This is an optimization exercise on Yosys and OpenROAD, whose aim is small area, not a production implementation.
In this exercise RTL edits were held to simulation tests only and were not proved equivalent to the original.
Power is estimated from default activity; no workload was simulated.

==> module freq_div_channel, before the edit <==
module freq_div_channel
#(
    parameter int unsigned CNT_W      = freq_div_pkg::CNT_W_DEF,
    parameter int unsigned DEF_PERIOD = 2,
    parameter int unsigned DEF_HIGH   = 1
) (
    input  logic             i_clk,
    input  logic             i_rst_n,
    input  logic             i_enable,
    input  logic             i_load,
    input  logic             i_sync,
    input  logic [CNT_W-1:0] i_period,
    input  logic [CNT_W-1:0] i_high,
    output logic             o_clk,
    output logic             o_tick,
    output logic             o_pending
);
    logic             run_q;       
    logic             pend_q;      
    logic             use_stg_q;   
    logic             dflt_q;      
    logic             clk_q, clk_d;
    logic             tick_q;
    logic [CNT_W-1:0] ncnt1_q;     
    logic [CNT_W-1:0] act_per_q;
    logic [CNT_W-1:0] act_high_q;
    logic             act_hz_q;    
    logic [CNT_W-1:0] stg_per_q;
    logic [CNT_W-1:0] stg_high_q;
    logic             stg_hz_q;    
    logic             stg_h1_q;    
    logic [CNT_W-1:0] ncnt1_dec;
    logic [CNT_W:0]   cnt_bw;      
    logic [CNT_W-1:0] per_eff;
    logic             in_hz, in_h1;
    logic             wrap;
    logic             bnd;
    logic             apply;
    logic             take_new;
    logic             new_hz;
    always_comb begin
        cnt_bw[0] = 1'b1;
        for (int i = 0; i < CNT_W; i++) begin
            ncnt1_dec[i] = ncnt1_q[i] ^ cnt_bw[i];
            cnt_bw[i+1]  = !ncnt1_q[i] && cnt_bw[i];
        end
        per_eff  = CNT_W'(freq_div_pkg::clamp_period(freq_div_pkg::MAX_CNT_W'(act_per_q)));
        wrap     = dflt_q ? !ncnt1_q[1] : ((per_eff & ncnt1_q) == '0);
        bnd      = !run_q || wrap || i_sync;
        apply    = !i_enable || bnd;
        take_new = apply && (i_load || pend_q);
        in_hz    = (i_high == CNT_W'(0));
        in_h1    = (i_high == CNT_W'(1));
        if (i_load && apply)
            new_hz = in_hz;
        else if (pend_q || use_stg_q)
            new_hz = stg_hz_q;
        else
            new_hz = act_hz_q && !dflt_q;
        if (!i_enable)
            clk_d = 1'b0;
        else if (bnd)
            clk_d = !new_hz;
        else if (use_stg_q)
            clk_d = clk_q && !stg_h1_q;           
        else if (dflt_q)
            clk_d = 1'b0;                         
        else
            clk_d = clk_q && ((act_high_q & ncnt1_q) != '0);
    end
    always_ff @(posedge i_clk or negedge i_rst_n) begin
        if (!i_rst_n) begin
            run_q     <= 1'b0;
            pend_q    <= 1'b0;
            use_stg_q <= 1'b0;
            dflt_q    <= 1'b1;
            clk_q     <= 1'b0;
            tick_q    <= 1'b0;
        end else begin
            run_q     <= i_enable;
            pend_q    <= i_enable && !bnd && (i_load || pend_q);
            use_stg_q <= take_new;
            dflt_q    <= dflt_q && !take_new;
            clk_q     <= clk_d;
            tick_q    <= i_enable && bnd;
        end
    end
    always_ff @(posedge i_clk) begin
        ncnt1_q <= bnd ? {{(CNT_W-1){1'b1}}, 1'b0} : ncnt1_dec;
        if (i_load) begin
            stg_per_q  <= i_period;
            stg_high_q <= i_high;
            stg_hz_q   <= in_hz;
            stg_h1_q   <= in_h1;
        end
        if (use_stg_q) begin
            act_per_q  <= stg_per_q;
            act_high_q <= stg_high_q;
            act_hz_q   <= stg_hz_q;
        end
    end
    assign o_clk     = clk_q;
    assign o_tick    = tick_q;
    assign o_pending = pend_q;
endmodule
export LEC_CHECK = 0
export CAP_MARGIN = 20
export CORE_MARGIN = 2
export CORE_UTILIZATION = 60
export SLEW_MARGIN = 20
create_clock -name core_clock -period 7.0 [get_ports {i_clk}]
standard.sh (not shown) runs the stock make flow with config.mk's settings and CLKGATE_MAP_FILE= SYNTH_SCRIPT=/design/flow/synth_recipe.tcl, a recipe that flattens the netlist after the stock synthesis.
==> flow/flow/run.sh <==
#!/bin/bash
# Layout flow: the standard ORFS flow, with two changes to how the
# layout is built:
#  - port buffers use the smallest buffer cell (every port is still buffered);
#  - clock tree synthesis uses clkbuf_16 leaf clusters of at most 25 sinks
#    and adds no dummy loads.
# Each tool's full output goes to a log file in the work folder.
set -euo pipefail
export BUFFER_PORTS_ARGS="-buffer_cell sky130_fd_sc_hd__buf_1"
export CTS_ARGS="-sink_clustering_enable -repair_clock_nets -dont_use_dummy_load -buf_list sky130_fd_sc_hd__clkbuf_16 -sink_clustering_size 25 -sink_clustering_max_diameter 100"
bash standard.sh synth > synth.log 2>&1
bash standard.sh finish > layout.log 2>&1
Rerun with:
--- a/flow/design.v
+++ b/flow/design.v
@@ -38,33 +38,28 @@
     logic             use_stg_q;   
     logic             dflt_q;      
     logic             clk_q, clk_d;
     logic             tick_q;
-    logic [CNT_W-1:0] ncnt1_q;     
+    logic [CNT_W-1:0] cnt_q;
     logic [CNT_W-1:0] act_per_q;
     logic [CNT_W-1:0] act_high_q;
     logic             act_hz_q;    
     logic [CNT_W-1:0] stg_per_q;
     logic [CNT_W-1:0] stg_high_q;
     logic             stg_hz_q;    
     logic             stg_h1_q;    
-    logic [CNT_W-1:0] ncnt1_dec;
-    logic [CNT_W:0]   cnt_bw;      
+    logic [CNT_W-1:0] cnt_inc;
     logic [CNT_W-1:0] per_eff;
     logic             in_hz, in_h1;
     logic             wrap;
     logic             bnd;
     logic             apply;
     logic             take_new;
     logic             new_hz;
     always_comb begin
-        cnt_bw[0] = 1'b1;
-        for (int i = 0; i < CNT_W; i++) begin
-            ncnt1_dec[i] = ncnt1_q[i] ^ cnt_bw[i];
-            cnt_bw[i+1]  = !ncnt1_q[i] && cnt_bw[i];
-        end
+        cnt_inc  = cnt_q + CNT_W'(1);
         per_eff  = CNT_W'(freq_div_pkg::clamp_period(freq_div_pkg::MAX_CNT_W'(act_per_q)));
-        wrap     = dflt_q ? !ncnt1_q[1] : ((per_eff & ncnt1_q) == '0);
+        wrap     = dflt_q ? cnt_q[0] : (cnt_inc == per_eff);
         bnd      = !run_q || wrap || i_sync;
         apply    = !i_enable || bnd;
         take_new = apply && (i_load || pend_q);
         in_hz    = (i_high == CNT_W'(0));
@@ -83,9 +78,9 @@
             clk_d = clk_q && !stg_h1_q;           
         else if (dflt_q)
             clk_d = 1'b0;                         
         else
-            clk_d = clk_q && ((act_high_q & ncnt1_q) != '0);
+            clk_d = clk_q && (cnt_inc != act_high_q);
     end
     always_ff @(posedge i_clk or negedge i_rst_n) begin
         if (!i_rst_n) begin
             run_q     <= 1'b0;
@@ -103,9 +98,9 @@
             tick_q    <= i_enable && bnd;
         end
     end
     always_ff @(posedge i_clk) begin
-        ncnt1_q <= bnd ? {{(CNT_W-1){1'b1}}, 1'b0} : ncnt1_dec;
+        cnt_q <= bnd ? '0 : cnt_inc;
         if (i_load) begin
             stg_per_q  <= i_period;
             stg_high_q <= i_high;
             stg_hz_q   <= in_hz;
Total power climbs by 2.4%.
Via count climbs by 56%.
Routed wire length climbs by 53%.
Fmax climbs by 37%.
Register-to-register slack improved by 1.7 ns.
Utilization drops by 1.1 points.
Synthesized area climbs by 22%.
Worst setup slack improved by 1.7 ns.
Hold slack got worse by 0.0076 ns.
Cell count climbs by 43%.
Global-route usage climbs by 5.3 points.

## afterwards: timing with drivers on the ports
How much do the figures lean on ideal ports? The routed layouts below were timed once more, with nothing changed but the port constraints. Step 1, drivers: a clkbuf_16 drives i_clk and a buf_2 each remaining input, both assumed. Step 2 times the ports against the registers' clock, not the clock port: input delays grow and output delays shrink by t, the midpoint of the rising clock arrivals with the driver on. Slacks: ideal / step 1 / step 2; pairs: ideal / step 1.
| run | t (ns) | setup slack, ns | clock arrival spread, ns | slew at the worst register clock pin (ns) | worst data-port slew with drivers (ns) |
|---|---|---|---|---|---|
| the first run | 0.637 | 0.750 / 0.750 / 0.750 | 0.062 / 0.062 | 0.10 / 0.10 | 0.10 |
| the second run | 0.668 | 2.445 / 2.445 / 2.445 | 0.078 / 0.078 | 0.10 / 0.10 | 0.12 |
After both steps every run listed still meets setup and hold.
